This design comes from an exercise in tuning for small area, a short achievable clock period and few clock cycles per item on the open sky130 flow, not from production work. Only simulation tests tie the RTL to the original design; equivalence was not proved. Power is estimated from default activity; no workload was simulated.

==> design.v <==
package polymul_pkg;
	localparam int GF_M = 8;                           
	localparam logic [GF_M-1:0] FIELD_POLY = 8'h1B;   
	localparam int COEFS = 5;                          
	localparam int DEPTH = 8;                          
	localparam int ADDR_W = 3;
	localparam int WORD_W = COEFS * GF_M;
	localparam int STEPS = DEPTH * DEPTH;              
	localparam int BUS_ADR_W = 5;                      
	localparam logic [1:0] REGION_A = 2'd0;
	localparam logic [1:0] REGION_B = 2'd1;
	localparam logic [1:0] REGION_C = 2'd2;
	localparam logic [1:0] REGION_CTRL = 2'd3;
	localparam int STAT_BUSY = 0;                      
	localparam int STAT_DONE = 1;
	typedef logic [GF_M-1:0] coef_t;
	typedef union packed {
		logic [WORD_W-1:0] raw;
		coef_t [COEFS-1:0] coef;
	} poly_word_u;
	typedef struct packed {
		logic cyc;
		logic stb;
		logic we;
		logic [BUS_ADR_W-1:0] adr;
		logic [WORD_W-1:0] dat;
	} wb_req_t;
	typedef struct packed {
		logic ack;
		logic [WORD_W-1:0] dat;
	} wb_rsp_t;
	typedef struct packed {
		logic en;
		logic [ADDR_W-1:0] addr;
		poly_word_u data;
	} mem_wr_t;
endpackage
module gf_kpre (
	input logic [7:0] a,
	output logic [26:0] p
);
	function automatic logic [2:0] pre2(input logic [1:0] y);
		pre2 = {y[1] ^ y[0], y[1], y[0]};
	endfunction
	function automatic logic [8:0] pre4(input logic [3:0] x);
		pre4 = {pre2(x[3:2] ^ x[1:0]), pre2(x[3:2]), pre2(x[1:0])};
	endfunction
	assign p = {pre4(a[7:4] ^ a[3:0]), pre4(a[7:4]), pre4(a[3:0])};
endmodule
module gf_kpost (
	input logic [26:0] d,
	output logic [7:0] p
);
	function automatic logic [2:0] post2(input logic [2:0] e);
		post2 = {e[1], e[0] ^ e[1] ^ e[2], e[0]};
	endfunction
	function automatic logic [6:0] post4(input logic [8:0] e);
		logic [2:0] l, h, m;
		l = post2(e[2:0]);
		h = post2(e[5:3]);
		m = post2(e[8:6]);
		post4 = {4'b0, l} ^ {2'b0, m ^ l ^ h, 2'b0} ^ {h, 4'b0};
	endfunction
	logic [6:0] l, h, m;
	logic [14:0] w;
	always_comb begin
		l = post4(d[8:0]);
		h = post4(d[17:9]);
		m = post4(d[26:18]);
		w = {8'b0, l} ^ {4'b0, m ^ l ^ h, 4'b0} ^ {h, 8'b0};
		for (int i = 14; i >= 8; i--)
			if (w[i])
				w = w ^ (15'h11B << (i - 8));
		p = w[7:0];
	end
endmodule
module gf_mac_array (
	input logic clk,
	input logic [319:0] a,
	input logic [319:0] b,
	output logic [15:0] c
);
	localparam int N = 40;
	logic [26:0] ap [N];
	logic [26:0] bp [N];
	logic [26:0] h [2][5];
	logic [26:0] h_q [2][5];
	logic [26:0] d [2];
	for (genvar i = 0; i < N; i++) begin : g_pre
		gf_kpre u_pa (.a(a[8*i +: 8]), .p(ap[i]));
		gf_kpre u_pb (.a(b[8*i +: 8]), .p(bp[i]));
	end
	logic [26:0] t [2][64];
	always_comb begin
		for (int r = 0; r < 2; r++) begin
			for (int i = 0; i < 64; i++)
				t[r][i] = (i < N) ? (ap[i] & bp[(r - i + N) % N]) : '0;
			for (int w = 32; w >= 8; w = w / 2)
				for (int k = 0; k < w; k++)
					t[r][k] = t[r][2*k] ^ t[r][2*k+1];
			for (int k = 0; k < 5; k++)
				h[r][k] = t[r][k];
		end
	end
	always_ff @(posedge clk) begin
		for (int r = 0; r < 2; r++)
			for (int k = 0; k < 5; k++)
				h_q[r][k] <= h[r][k];
	end
	always_comb begin
		d[0] = h_q[0][0] ^ h_q[0][1] ^ h_q[0][2] ^ h_q[0][3] ^ h_q[0][4];
		d[1] = h_q[1][0] ^ h_q[1][1] ^ h_q[1][2] ^ h_q[1][3] ^ h_q[1][4];
	end
	for (genvar r = 0; r < 2; r++) begin : g_post
		gf_kpost u_post (.d(d[r]), .p(c[8*r +: 8]));
	end
endmodule
module polymul_wb (
	input logic clk,
	input logic rst_b,
	input logic wb_cyc_i,
	input logic wb_stb_i,
	input logic wb_we_i,
	input logic [4:0] wb_adr_i,
	input logic [39:0] wb_dat_i,
	output logic wb_ack_o,
	output logic [39:0] wb_dat_o
);
	localparam logic [1:0] R_A = 2'd0, R_B = 2'd1, R_C = 2'd2, R_CTRL = 2'd3;
	localparam int LAST = 20;           
	logic [319:0] a_mem;
	logic [319:0] b_mem;
	logic [319:0] c_mem;
	logic [15:0] c_new;
	logic busy, done;
	logic [4:0] cnt;
	logic busy_n, done_n;
	logic req, start, hit, rot;
	logic [1:0] rg;
	logic [2:0] wd;
	logic [39:0] rdat;
	logic [1:0] t_rg;
	logic [2:0] t_wd;
	logic v;                            
	logic [1:0] p_rg;
	logic [2:0] p_wd;
	logic [4:0] m1, m0;                 
	logic [1:0] t_rg_n, p_rg_n;
	logic [2:0] t_wd_n, p_wd_n;
	logic v_n, load;
	logic [4:0] m1_n, m0_n;
	logic [39:0] p_data;
	logic [39:0] rdat_n;
	assign req = wb_cyc_i & wb_stb_i;
	assign rg = wb_adr_i[4:3];
	assign wd = wb_adr_i[2:0];
	assign hit = &((wb_adr_i & m1) | (~wb_adr_i & m0));
	assign start = req & wb_we_i & (rg == R_CTRL) & ~busy;
	assign rot = start | (busy & (cnt != 5'(LAST)));
	assign wb_ack_o = req & (wb_we_i | hit);
	assign wb_dat_o = rdat;
	always_comb begin
		busy_n = busy;
		done_n = done;
		if (!rst_b) begin
			busy_n = 1'b0;
			done_n = 1'b0;
		end else if (start) begin
			busy_n = 1'b1;
			done_n = 1'b0;
		end else if (busy && cnt == 5'(LAST)) begin
			busy_n = 1'b0;
			done_n = 1'b1;
		end
	end
	always_ff @(posedge clk) begin
		busy <= busy_n;
		done <= done_n;
		if (!rst_b || start)
			cnt <= 5'd1;
		else if (busy)
			cnt <= cnt + 1'b1;
	end
	always_ff @(posedge clk) begin
		for (int w = 0; w < 8; w++)
			if (req && wb_we_i && rg == R_A && wd == 3'(w) && !busy)
				a_mem[40*w +: 40] <= wb_dat_i;
	end
	logic b_shift;
	logic [319:0] b_rot;
	assign b_shift = busy | wb_adr_i[4];
	assign b_rot = {b_mem[15:0], b_mem[319:16]};
	always_ff @(posedge clk) begin
		for (int w = 0; w < 8; w++)
			if (rot || (req && wb_we_i && rg == R_B && wd == 3'(w) && !busy))
				b_mem[40*w +: 40] <= b_shift ? b_rot[40*w +: 40] : wb_dat_i;
	end
	gf_mac_array u_mac (
		.clk(clk),
		.a(a_mem),
		.b(b_mem),
		.c(c_new)
	);
	always_ff @(posedge clk) begin
		if (busy)
			c_mem <= {c_new, c_mem[319:16]};
	end
	always_comb begin
		t_rg_n = t_rg;
		t_wd_n = t_wd;
		v_n = v;
		p_rg_n = p_rg;
		p_wd_n = p_wd;
		load = 1'b0;
		if (!rst_b || (req && wb_we_i)) begin
			t_rg_n = R_CTRL;
			v_n = 1'b1;
			p_rg_n = R_C;
			p_wd_n = '0;
		end else if (req && !hit && v) begin
			v_n = 1'b0;
			p_rg_n = rg;
			p_wd_n = wd;
		end else if (!v || (req && hit && (t_rg != R_CTRL || rdat[1]))) begin
			load = 1'b1;
			t_rg_n = p_rg;
			t_wd_n = p_wd;
			v_n = 1'b1;
			if (p_rg == R_CTRL) begin
				p_rg_n = R_C;
				p_wd_n = '0;
			end else
				p_wd_n = p_wd + 1'b1;
		end
		case (p_rg)
			R_A: p_data = a_mem[40*p_wd +: 40];
			R_C: p_data = c_mem[40*p_wd +: 40];
			R_CTRL: p_data = {38'b0, done_n, busy_n};
			default: p_data = '0;
		endcase
		if (load)
			rdat_n = p_data;
		else if (t_rg_n == R_CTRL)
			rdat_n = {38'b0, done_n, busy_n};
		else
			rdat_n = rdat;
	end
	assign m1_n = v_n ? {t_rg_n, t_rg_n[0] ? 3'b111 : t_wd_n} : 5'b0;
	assign m0_n = v_n ? {~t_rg_n, t_rg_n[0] ? 3'b111 : ~t_wd_n} : 5'b0;
	always_ff @(posedge clk) begin
		t_rg <= t_rg_n;
		t_wd <= t_wd_n;
		v <= v_n;
		p_rg <= p_rg_n;
		p_wd <= p_wd_n;
		m1 <= m1_n;
		m0 <= m0_n;
		rdat <= rdat_n;
	end
endmodule
==> flow/run.sh <==
#!/bin/bash
# The standard layout, except that the port buffers are buf_4 cells
# rather than the delay-buffer cells buffer_ports picks by default.
set -euo pipefail
export BUFFER_PORTS_ARGS="-buffer_cell sky130_fd_sc_hd__buf_4"
bash standard.sh > layout.log 2>&1
==> standard.sh <==
#!/bin/bash
# synth_recipe.tcl (not shown) runs the flow's synth.tcl, then flattens the netlist and writes it again
# the make line also repeats each setting of config.mk as NAME=value (left out here)
make -C /OpenROAD-flow-scripts/flow DESIGN_CONFIG=/design/flow/config.mk WORK_HOME=/design/flow/orfs CLKGATE_MAP_FILE= SYNTH_SCRIPT=/design/flow/synth_recipe.tcl "${@:-finish}"
==> config.mk <==
export PLATFORM = sky130hd
export DESIGN_NAME = polymul_wb
export DESIGN_NICKNAME = polymul_wb
export VERILOG_FILES = /design/flow/design.v
export SDC_FILE = /design/flow/constraint.sdc
export NUM_CORES = 4
export LEC_CHECK = 0
export ABC_CLOCK_PERIOD_IN_PS = 3500
export CAP_MARGIN = 30
export CORE_MARGIN = 2
export CORE_UTILIZATION = 25
export CTS_BUF_LIST = sky130_fd_sc_hd__clkbuf_16
export CTS_CLUSTER_DIAMETER = 100
export CTS_CLUSTER_SIZE = 20
export GPL_ROUTABILITY_DRIVEN = 0
export PLACE_DENSITY = 0.58
export SETUP_SLACK_MARGIN = 3.4
export SLEW_MARGIN = 30
==> constraint.sdc <==
create_clock -name core_clock -period 7.0 [get_ports {clk}]
set_input_delay 1.4000 -clock core_clock [delete_from_list [all_inputs] [get_ports {clk}]]
set_output_delay 1.4000 -clock core_clock [all_outputs]
set_load 0.01 [all_outputs]
==> results of run 1 <==
==> state kept, by name (all words and copies together) (netlist names) <==
signal,cells
a_mem,320
b_mem,320
busy,1
c_mem,320
cnt,5
done,1
m0,5
m1,5
p_rg,2
p_wd,3
rdat,40
t_rg,2
t_wd,3
u_mac.h_q,270
v,1
==> routing by layer <==
layer,share of wire,GRT usage
met4,0.087,0.167
met5,0.00067,0
met2,0.40,0.326
met1,0.36,0.290
met3,0.16,0.0932
==> critical path: cells and delay by family <==
family                 cells  cell delay, ns
AOI/OAI and AO/OA          1            0.16
buffers and inverters      2            0.21
muxes                      1            0.12
and+or+nand+nor            2            0.49
==> power by group through the flow <==
stage          Clock, mW  Combinational, mW  Sequential (mW)
3_5_place_dp           0               12.6             10.6
5_1_grt             5.59               13.4             10.5
2_1_floorplan          0               9.20             9.89
4_1_cts             5.35               12.7             10.4
6_report            5.41               13.0             10.5
3_3_place_gp           0               12.5             10.6
==> synth_stat cells (10+ instances only) <==
cell                          n
sky130_fd_sc_hd__xor2_1     315
sky130_fd_sc_hd__edfxtp_1  1000
sky130_fd_sc_hd__clkbuf_1   738
sky130_fd_sc_hd__xnor3_1     63
sky130_fd_sc_hd__and2_1      40
sky130_fd_sc_hd__nand2b_1    45
sky130_fd_sc_hd__mux4_2     200
sky130_fd_sc_hd__nand2_1    692
sky130_fd_sc_hd__inv_1       14
sky130_fd_sc_hd__o21ai_0     14
sky130_fd_sc_hd__buf_1       35
sky130_fd_sc_hd__xnor2_1   3315
sky130_fd_sc_hd__nor2b_1     54
sky130_fd_sc_hd__a21o_1     320
sky130_fd_sc_hd__nor2_1    1457
sky130_fd_sc_hd__xnor2_2     10
sky130_fd_sc_hd__dfxtp_1    298
==> through the flow <==
stage / hold slack, ns / cells / instance area [µm²] / setup WS [ns] / utilization
5_1_grt: 0.425 / 13022 / 96700 / 3.17 / 0.274
4_1_cts: 0.411 / 13007 / 96500 / 3.20 / 0.273
3_5_place_dp: 0.429 / 12851 / 93800 / 2.79 / 0.266
3_3_place_gp: 0.422 / 12851 / 93700 / 2.52 / 0.265
6_report: 0.415 / 13062 / 96800 / 3.22 / 0.274
2_1_floorplan: 0.421 / 8671 / 89000 / 2.75 / -
==> worst max-delay path by stage <==
stage | endpoint | slack (ns)
4_1_cts | wb_ack_o | 3.20
6_report | wb_ack_o | 3.22
3_5_place_dp | a_mem[259]$_DFFE_PP_ | 2.79
2_1_floorplan | b_mem[0]$_DFFE_PP_ | 2.75
5_1_grt | wb_ack_o | 3.17
3_3_place_gp | u_mac.h_q[5][26]$_DFF_P_ | 2.52
==> final cells by class <==
type / instances / area [µm²] / area share
clock inverters: 66 / 450 / 0.00466
multi-input cells: 6584 / 50200 / 0.519
inverters: 14 / 52.6 / 0.000543
repair buffers: 227 / 1760 / 0.0182
flip-flops and latches: 1298 / 36000 / 0.372
clock buffers: 88 / 2200 / 0.0228
well taps: 4730 / 5920 / 0.0612
diodes: 55 / 138 / 0.00142
==> cell families (layout without fill, tap and decap cells) <==
group / Yosys count / in the layout / share of synthesized area
xor gates and xnor gates: 3710 / 3710 / 0.378
adders and majority gates: 3 / 3 / 0.000423
DFF: 1298 / 1298 / 0.405
buffers and inverters: 789 / 395 / 0.0334
muxes: 209 / 209 / 0.0518
and+or+nand+nor: 2310 / 2310 / 0.102
other: 0 / 55 / 0
AOI/OAI and AO/OA: 352 / 352 / 0.0292
==> what timing repair did <==
item                                   4_1_cts  5_1_grt
buffers inserted                             2        0
setup endpoints to repair                    2       76
gates cloned                                 0        0
gates resized for setup                     13        3
pin swaps                                    4        1
endpoints found under the hold margin        0        0
==> run notes, run 1 <==
- Among all stages on the critical path, the largest delay is contributed by sky130_fd_sc_hd__or3_4.
- Along the worst path, the maximum fanout reaches 6.
- The average wire per cell in the routed design is 33.2 µm.
- The later pin in the worst-skew pair is clocked with a latency of roughly 0.8 ns.
- The proportion of synthesized chip area in sequential cells is 0.405.
- The analysis attributes to cell leakage a power of 32.3 nW.
- On the worst path, the slowest cell contributes a delay of 0.39 ns.
- The library cell used as clock root buffer is sky130_fd_sc_hd__clkbuf_16.
- Tracing the worst setup path back leads to its startpoint at wb_adr_i[4].
- Summed over all instances, the cell type with the most area after synthesis is sky130_fd_sc_hd__edfxtp_1.
- After synthesis, the share of flip-flops with an asynchronous set or reset is 0.
- The maximum ir drop on the vdd rail is 0.800 mV.
- The internal portion of total power is 17.7 mW.
- The type of origin of the critical path is a primary input.
- The post-detailed-route DRC marker count is 0.
- The worst hold path stage count is 0.
- The count of vias placed by the detailed router is 66842.
- The hold path startpoint is c_mem[234]$_DFFE_PP_.
- The clock period minus final worst setup slack is 3.78 ns.
- The initial utilization of the core area, before any placement, comes to 0.251.
- The area inside the core boundary is around 350000 µm².
- The net switching power is 11.3 mW.
- The classification of the worst setup path is in2out.
- Leaving out fill and tap cells, the most frequent cells in the layout are sky130_fd_sc_hd__xnor2_1, sky130_fd_sc_hd__nor2_1, sky130_fd_sc_hd__edfxtp_1.
- The final-report setup violation count is 0.
- Among all flip-flop cells after synthesis, the most frequent one is sky130_fd_sc_hd__edfxtp_1.
- The placed wire-length estimate is 345000 µm.
- The share of the synthesized area in the top cell type is 0.338.
- Hold repair after CTS inserted 0 buffers.
- The level count of the clock H-tree is 3.
- The total track usage is 0.233.
- The maximum number of pins on one net before global-route repair is 110.
- The final layout contains routed wiring with a total length of 434000 µm.
- The worst min-delay path endpoint is c_mem[218]$_DFFE_PP_.
- The floorplan has around 220 rows.
- The clock net in this run drives a total of approximately 1300 sinks.
- The number of nets at the end of the flow is between 8000 and 9000.
- The initial antenna violation count is 78.
- The cell area that synthesis handed to floorplanning was 88800 µm².
- The synthesized design contains 1000 enable-type register cells.
- The longest clock path from root to sink contains 3 buffers.
- Of the total power, the clock network draws 0.187.
- Global routing finished with a remaining overflow of 0.
- The maximum achievable frequency is 264 MHz.
- Counting the buffers created by CTS gives 82.
- The switching portion of total power is 0.390.
- The flow ran to the end and the layout has no timing, DRC or antenna violations.
- Clock-pin slew was measured on the worst setup and hold paths at around 0.08 ns.
- During placement, the flow inserted port buffers numbering 90.
- In the finished design, the share of the clock period the worst path needs comes to 0.540.
- Leaving out fill and tap cells, the most frequent cell in the layout is sky130_fd_sc_hd__xnor2_1.
- The kind of path behind the tightest hold check is reg2reg.
- The area overhead of the layout relative to synthesis is 8.95%.
- After synthesis, the cell types taking the most area are sky130_fd_sc_hd__edfxtp_1, sky130_fd_sc_hd__xnor2_1, sky130_fd_sc_hd__dfxtp_1.
- The number of max-slew violations in the final report is 0.
- In this run the horizontal extent of the chip is roughly 600 µm.
- The number of detailed-routing iterations run before antenna repair is 6.
- Walking the worst path, the cells encountered are buf_6 > mux2i_1 > or3_4 > nor2_4 > o211a_1 > buf_6.
- The synthesized net count is 8724.
- The cell count after synthesis is between 8000 and 9000.
- The endpoint type of the worst setup path is a primary output.
- The number of endpoints with negative hold slack in the final report came to 0.
- The number of library cell types mapped by synthesis is 45.
- The die covers 360000 µm².
- The slack of the worst reg-to-reg path is about 3.3 ns.
- The overall power of the completed layout is 28.9 mW.
- The fill cell instance count of the final layout is 37045.
- The startpoint identified for the worst register-to-register timing path is b_mem[12]$_DFFE_PP_.
- The via density per instance is around 5.1.
- The share of total power dissipated in combinational logic is 0.449.
- The power density relative to cell area is 299 nW/µm².
- The total of flip-flops plus latches after synthesis is ~1300.
- The required time of the worst setup path is 5.60 ns.
- The mean instance size in the synthesized netlist is 10.2 µm².
- The wire length of the first global-routing pass is 563000 µm.
- Setup repair after global routing could not meet its margin everywhere.
- The total number of yosys warnings is 14.
- The number of global-route vias before repair was 60617.
- TritonCTS built the clock tree.
- Of the cells placed in the final design, the portion with a size suffix greater than 1 is 0.0736.
- The number of max-cap violations is 0.
- In this run the remaining antenna-violating nets after routing total 0.
- The most common cell type on the critical path is sky130_fd_sc_hd__buf_6.
- The power share of the sequential group is 0.364.
- The data arrival at the endpoint of the critical path is roughly 2.4 ns.
- The relative max-transition margin is 0.198.
- During I/O placement, the number of pins put on the boundary was 91.
- The summed negative setup slack over all endpoints is 0 ns.
- The die extent in y is about 600 µm.
- Counting cells, the worst reg-to-reg path comes to 7.
- At the pin with the least slew margin, the transition time is 1.19 ns.
- The endpoint of the worst register-to-register path is u_mac.h_q[5][26]$_DFF_P_.
- The first-iteration detailed-routing DRC count is 13286.
- The worst setup skew after layout is 0.0516 ns.
Testbench counts, summed over its fixed seeds: cycles 2,208, runs 48.
==> run 2: changes to the inputs <==
--- a/design.v
+++ b/design.v
@@ -83,8 +83,8 @@
 	localparam int N = 40;
 	logic [26:0] ap [N];
 	logic [26:0] bp [N];
-	logic [26:0] h [2][5];
-	logic [26:0] h_q [2][5];
+	logic [26:0] h [2][3];
+	logic [26:0] h_q [2][3];
 	logic [26:0] d [2];
 	for (genvar i = 0; i < N; i++) begin : g_pre
 		gf_kpre u_pa (.a(a[8*i +: 8]), .p(ap[i]));
@@ -95,21 +95,22 @@
 		for (int r = 0; r < 2; r++) begin
 			for (int i = 0; i < 64; i++)
 				t[r][i] = (i < N) ? (ap[i] & bp[(r - i + N) % N]) : '0;
-			for (int w = 32; w >= 8; w = w / 2)
+			for (int w = 32; w >= 4; w = w / 2)
 				for (int k = 0; k < w; k++)
 					t[r][k] = t[r][2*k] ^ t[r][2*k+1];
-			for (int k = 0; k < 5; k++)
-				h[r][k] = t[r][k];
+			h[r][0] = t[r][0];
+			h[r][1] = t[r][1];
+			h[r][2] = t[r][2];
 		end
 	end
 	always_ff @(posedge clk) begin
 		for (int r = 0; r < 2; r++)
-			for (int k = 0; k < 5; k++)
+			for (int k = 0; k < 3; k++)
 				h_q[r][k] <= h[r][k];
 	end
 	always_comb begin
-		d[0] = h_q[0][0] ^ h_q[0][1] ^ h_q[0][2] ^ h_q[0][3] ^ h_q[0][4];
-		d[1] = h_q[1][0] ^ h_q[1][1] ^ h_q[1][2] ^ h_q[1][3] ^ h_q[1][4];
+		d[0] = h_q[0][0] ^ h_q[0][1] ^ h_q[0][2];
+		d[1] = h_q[1][0] ^ h_q[1][1] ^ h_q[1][2];
 	end
 	for (genvar r = 0; r < 2; r++) begin : g_post
 		gf_kpost u_post (.d(d[r]), .p(c[8*r +: 8]));
--- a/config.mk
+++ b/config.mk
@@ -9,10 +9,7 @@
 export CAP_MARGIN = 30
 export CORE_MARGIN = 2
 export CORE_UTILIZATION = 25
-export CTS_BUF_LIST = sky130_fd_sc_hd__clkbuf_16
-export CTS_CLUSTER_DIAMETER = 100
-export CTS_CLUSTER_SIZE = 20
-export GPL_ROUTABILITY_DRIVEN = 0
-export PLACE_DENSITY = 0.58
+export CTS_BUF_LIST = sky130_fd_sc_hd__clkbuf_8
+export PLACE_DENSITY = 0.55
 export SETUP_SLACK_MARGIN = 3.4
 export SLEW_MARGIN = 30
==> run notes, run 2 <==
- The initial antenna violation count was 45 (-42%).
- The slack of the worst reg-to-reg path is 3.03 ns (-0.24 ns).
- The overall power of the completed layout was 32.7 mW (+13%).
- The first-iteration detailed-routing DRC count is 12052 (-9.3%).
- In this run the worst hold path is classified as reg2reg.
- Setup repair after global routing could not meet its margin everywhere.
- The most frequent cell after synthesis is sky130_fd_sc_hd__xnor2_1.
- The level count of the clock H-tree is 4 (+1).
- The cell count after synthesis is 8617 (-0.62%).
- The final standard cell count with taps included and fillers excluded is 13314 (+1.9%).
- In the synthesized netlist, the cells that appear most often are sky130_fd_sc_hd__xnor2_1, sky130_fd_sc_hd__nor2_1, sky130_fd_sc_hd__edfxtp_1.
- The I/O pin count is 91 (unchanged).
- The source of the critical timing path is a_mem[255]$_DFFE_PP_.
- The beginning of the worst register-to-register path is a_mem[255]$_DFFE_PP_.
- The flow ran to the end and the layout has no timing, DRC or antenna violations.
- The buffer depth of the longest clock path is 4 (+1).
- The number of endpoints with negative hold slack in the final report is 0 (unchanged).
- The proportion of layout cells with a drive suffix above 1 is 0.129 (+0.0551).
- The largest registers in the layout are a_mem x320, b_mem x320, c_mem x320.
- The area inside the core boundary is 347000 µm² (-1.8%).
- The total length of routed met2 wires is 205000 µm (+18%).
- The static power due to leakage is 33.7 nW (+4.4%).
- The met1 wire length is 189000 µm (+22%).
- The number of max-cap violations was 0 (unchanged).
- The die extent in y is 595 µm (-0.87%).
- The average wire per cell in the routed design is 38.3 µm (+15%).
- The clock sink total is 1190 (-8.3%).
- The number of nets at the end of the flow is 8596 (+4.1%).
- The worst setup path is captured at a flop.
- The placed wire-length estimate was 404000 µm (+17%).
- The largest fanout on the critical path is 6 (unchanged).
- The number of max-slew violations in the final report is 0 (unchanged).
- The cell sitting at the root of the clock tree is a sky130_fd_sc_hd__clkbuf_8.
- STA classifies the critical path startpoint as a flop.
- The maximum achievable frequency is 252 MHz (-4.7%).
- The number of placed instances, taps included is 12894 (+0.33%).
- The final-report setup violation count is 0 (unchanged).
- The proportion of synthesized chip area in sequential cells came to 0.388 (-0.0176).
- The TritonCTS clock tree is done.
- The placer's final routability congestion estimate is 1.08.
- The chip width is 595 µm (-0.87%).
- The number of antenna-violating nets in the routed design is 0 (unchanged).
- The number of global-route vias before repair is 64710 (+6.8%).
- The clock period minus final worst setup slack came to 3.97 ns (+0.188 ns).
- The worst setup skew after layout is 0.218 ns (+0.167 ns).
- The cell area after technology mapping is 87300 µm² (-1.7%).
- The endpoint of the worst register-to-register path is u_mac.h_q[1][26]$_DFF_P_.
- In the layout the commonest cells are sky130_fd_sc_hd__xnor2_1, sky130_fd_sc_hd__nor2_1, sky130_fd_sc_hd__edfxtp_1.
- The clock latency at the later pin of the worst-skew pair is 1.08 ns (+0.27 ns).
- The total track usage was 0.278 (+0.0446).
- The data arrival at the endpoint of the critical path is 4.85 ns (+2.47 ns).
- The number of synthesized flops with an enable pin is 1000 (unchanged).
- The clock transition at the register clock pins on the worst setup and hold paths after CTS is 0.07 ns (about the same).
- The required time of the worst setup path was 7.88 ns (+2.28 ns).
- The number of core rows is 216 (-0.92%).
- Ranked by total cell area, the synthesized netlist is headed by sky130_fd_sc_hd__edfxtp_1, sky130_fd_sc_hd__xnor2_1, sky130_fd_sc_hd__nor2_1.
- The overflow left after global routing is 0 (unchanged).
- The synthesized net count came to 8670 (-0.62%).
- The mean instance size in the synthesized netlist is 10.1 µm² (-1.1%).
- The most critical setup path has its endpoint at u_mac.h_q[1][26]$_DFF_P_.
- The maximum ir drop on the vdd rail is 1.90 mV (+140%).
- The hold path startpoint is c_mem[285]$_DFFE_PP_.
- The area overhead of the layout relative to synthesis is 13.0%.
- The effective utilization at floorplan is 0.252 (+0.000263).
- The total routed wirelength came to 510000 µm (+17%).
- The maximum number of pins on one net before global-route repair is 185 (+68%).
- The final worst-path cycle share is 0.567 (+0.0269).
- The highest metal layer used by the detailed router is met5.
- The total of flip-flops plus latches after synthesis is 1190 (-8.3%).
- The CTS buffer count was 209 (+150%).
- The slew at the pin with the worst max-slew slack is 1.21 ns (+0.0120 ns).
- The via density per instance was 5.16 (+0.83%).
- The relative max-transition margin is 0.195 (-0.00225).
- The post-detailed-route DRC marker count came to 0 (unchanged).
- In the synthesized netlist the dominant register cell turns out to be sky130_fd_sc_hd__edfxtp_1.
- The number of library cell types mapped by synthesis is 45 (unchanged).
- The share of the synthesized area in the top cell type is 0.344 (+0.00596).
- The count of vias placed by the detailed router came to 68698 (+2.8%).
- The count of input and output buffers is 90 (unchanged).
- The classification of the worst setup path is reg2reg.
- The power density relative to cell area was 331 nW/µm² (+11%).
- The routed length on met3 is 64100 µm (-5.8%).
- The area of the die is 354000 µm² (-1.7%).
- The total number of yosys warnings was 14 (unchanged).
- The post-synthesis async set-or-reset flop share is 0 (unchanged).
- The path depth of the worst reg2reg path is 9 (+2).
- The wire length of the first global-routing pass came to 648000 µm (+15%).
- The cell type contributing the most total cell area after synthesis is sky130_fd_sc_hd__edfxtp_1.
- Leaving out fill and tap cells, the most frequent cell in the layout is sky130_fd_sc_hd__xnor2_1.
- The summed negative setup slack over all endpoints is 0 ns (unchanged).
- The number of detailed-routing iterations run before antenna repair was 7 (+1).
==> run 2: per-stage QoR <==
stage	hold slack, ns	util	cell area, µm²	worst slack [ns]
3_3_place_gp	0.421	0.269	93300	1.37
6_report	0.332	0.284	98600	3.03
2_1_floorplan	0.421	-	87400	2.74
4_1_cts	0.382	0.283	98300	3.17
3_5_place_dp	0.430	0.271	93900	2.51
5_1_grt	0.381	0.284	98600	3.13
==> run 2: per-layer routing <==
| layer | vias up | GRT usage |
|---|---|---|
| met4 | 34 | 0.228 |
| li1 | 27308 | - |
| met5 | - | 0 |
| met2 | 5717 | 0.394 |
| met1 | 34074 | 0.345 |
| met3 | 1565 | 0.0866 |
==> run 2: timing repair <==
item                                    in CTS  in global routing
pin swaps                                    3                  1
gates resized for setup                     17                  4
gates cloned                                 0                  1
endpoints found under the setup margin      17                129
hold endpoints to repair                     0                  0
hold buffers                                 0                  0
buffers inserted                             3                 11
==> run 2: where the power goes <==
part	internal, mW	total (mW)	switching, mW
Clock	3.55	6.96	3.41
Sequential	8.71	9.70	0.989
Combinational	5.75	16.0	10.2
==> run 2: how the worst min path moves through the flow <==
stage,cells past startpoint,to,slack [ns]
CTS,0,c_mem[269]$_DFFE_PP_,0.38
floorplan,0,c_mem[100]$_DFFE_PP_,0.42
global placement,0,c_mem[270]$_DFFE_PP_,0.42
detailed placement,0,c_mem[3]$_DFFE_PP_,0.43
global route,0,c_mem[244]$_DFFE_PP_,0.38
finish,0,c_mem[269]$_DFFE_PP_,0.33
==> run 2: final cells by class <==
class | instances | area, µm²
Multi-Input combinational cell | 6640 | 50800
Inverter | 9 | 33.8
Tap cell | 4578 | 5730
Timing Repair Buffer | 493 | 3950
Clock inverter | 156 | 1120
Fill cell | 36503 | 248000
Antenna cell | 22 | 55.1
Clock buffer | 226 | 3110
Sequential cell | 1190 | 33800
==> run 2: logic make-up (layout without fill, tap and decap cells) <==
family | after synthesis | count (layout) | share of synthesized area
adder cells (fa/ha/maj) | 3 | 3 | 0.000430
AND/OR/NAND/NOR | 2317 | 2318 | 0.106
AO/OA/AOI/OAI | 359 | 359 | 0.0302
other | 0 | 22 | 0
multiplexers | 212 | 212 | 0.0528
XOR/XNOR | 3748 | 3748 | 0.381
buffers and inverters | 788 | 884 | 0.0416
flip-flops | 1190 | 1190 | 0.388
==> run 2: worst max-delay path, stage by stage (launching register included) <==
cell and delay [ns]:
sky130_fd_sc_hd__edfxtp_1 0.37, sky130_fd_sc_hd__buf_4 0.20, sky130_fd_sc_hd__xor2_1 0.74, sky130_fd_sc_hd__xnor2_1 0.27, sky130_fd_sc_hd__xnor2_1 0.88, sky130_fd_sc_hd__nand2_1 0.55, sky130_fd_sc_hd__xnor2_1 0.39, sky130_fd_sc_hd__xnor2_1 0.17
sky130_fd_sc_hd__xnor2_1 0.16, sky130_fd_sc_hd__xnor2_1 0.13
Testbench counts of run 2, summed over its fixed seeds: cycles 2,208, runs 48.

## afterwards: timing with drivers on the ports
In the flow no input, the clock included, has a driving cell. The finished layouts below were timed again as built, in two steps.
Step 1 sets driving cells, clkbuf_16 on the clock port and buf_2 on the other inputs (assumed; they add their load-dependent delay and slew).
Step 2 adds t to the input delays and takes it off the output delays; t is the mean of the earliest and latest rising clock arrival at the registers after step 1. Input paths then give back, and output paths get back, about the clock's delay inside the block.
Slacks: ideal ports / drivers / drivers and shift; pairs: ideal ports / drivers.
run	shift t [ns]	slack for setup (ns)	clock arrival spread, ns	slew at the worst register clock pin (ns)
run 1	0.871	3.218 / 3.169 / 2.714	0.061 / 0.061	0.10 / 0.10
run 2	1.075	3.030 / 3.030 / 2.247	0.220 / 0.219	0.08 / 0.08
After both steps every run listed still meets setup and hold. For run 2, which loses most, drivers alone change the setup slack by 0.000 ns; drivers and shift together by -0.783 ns.
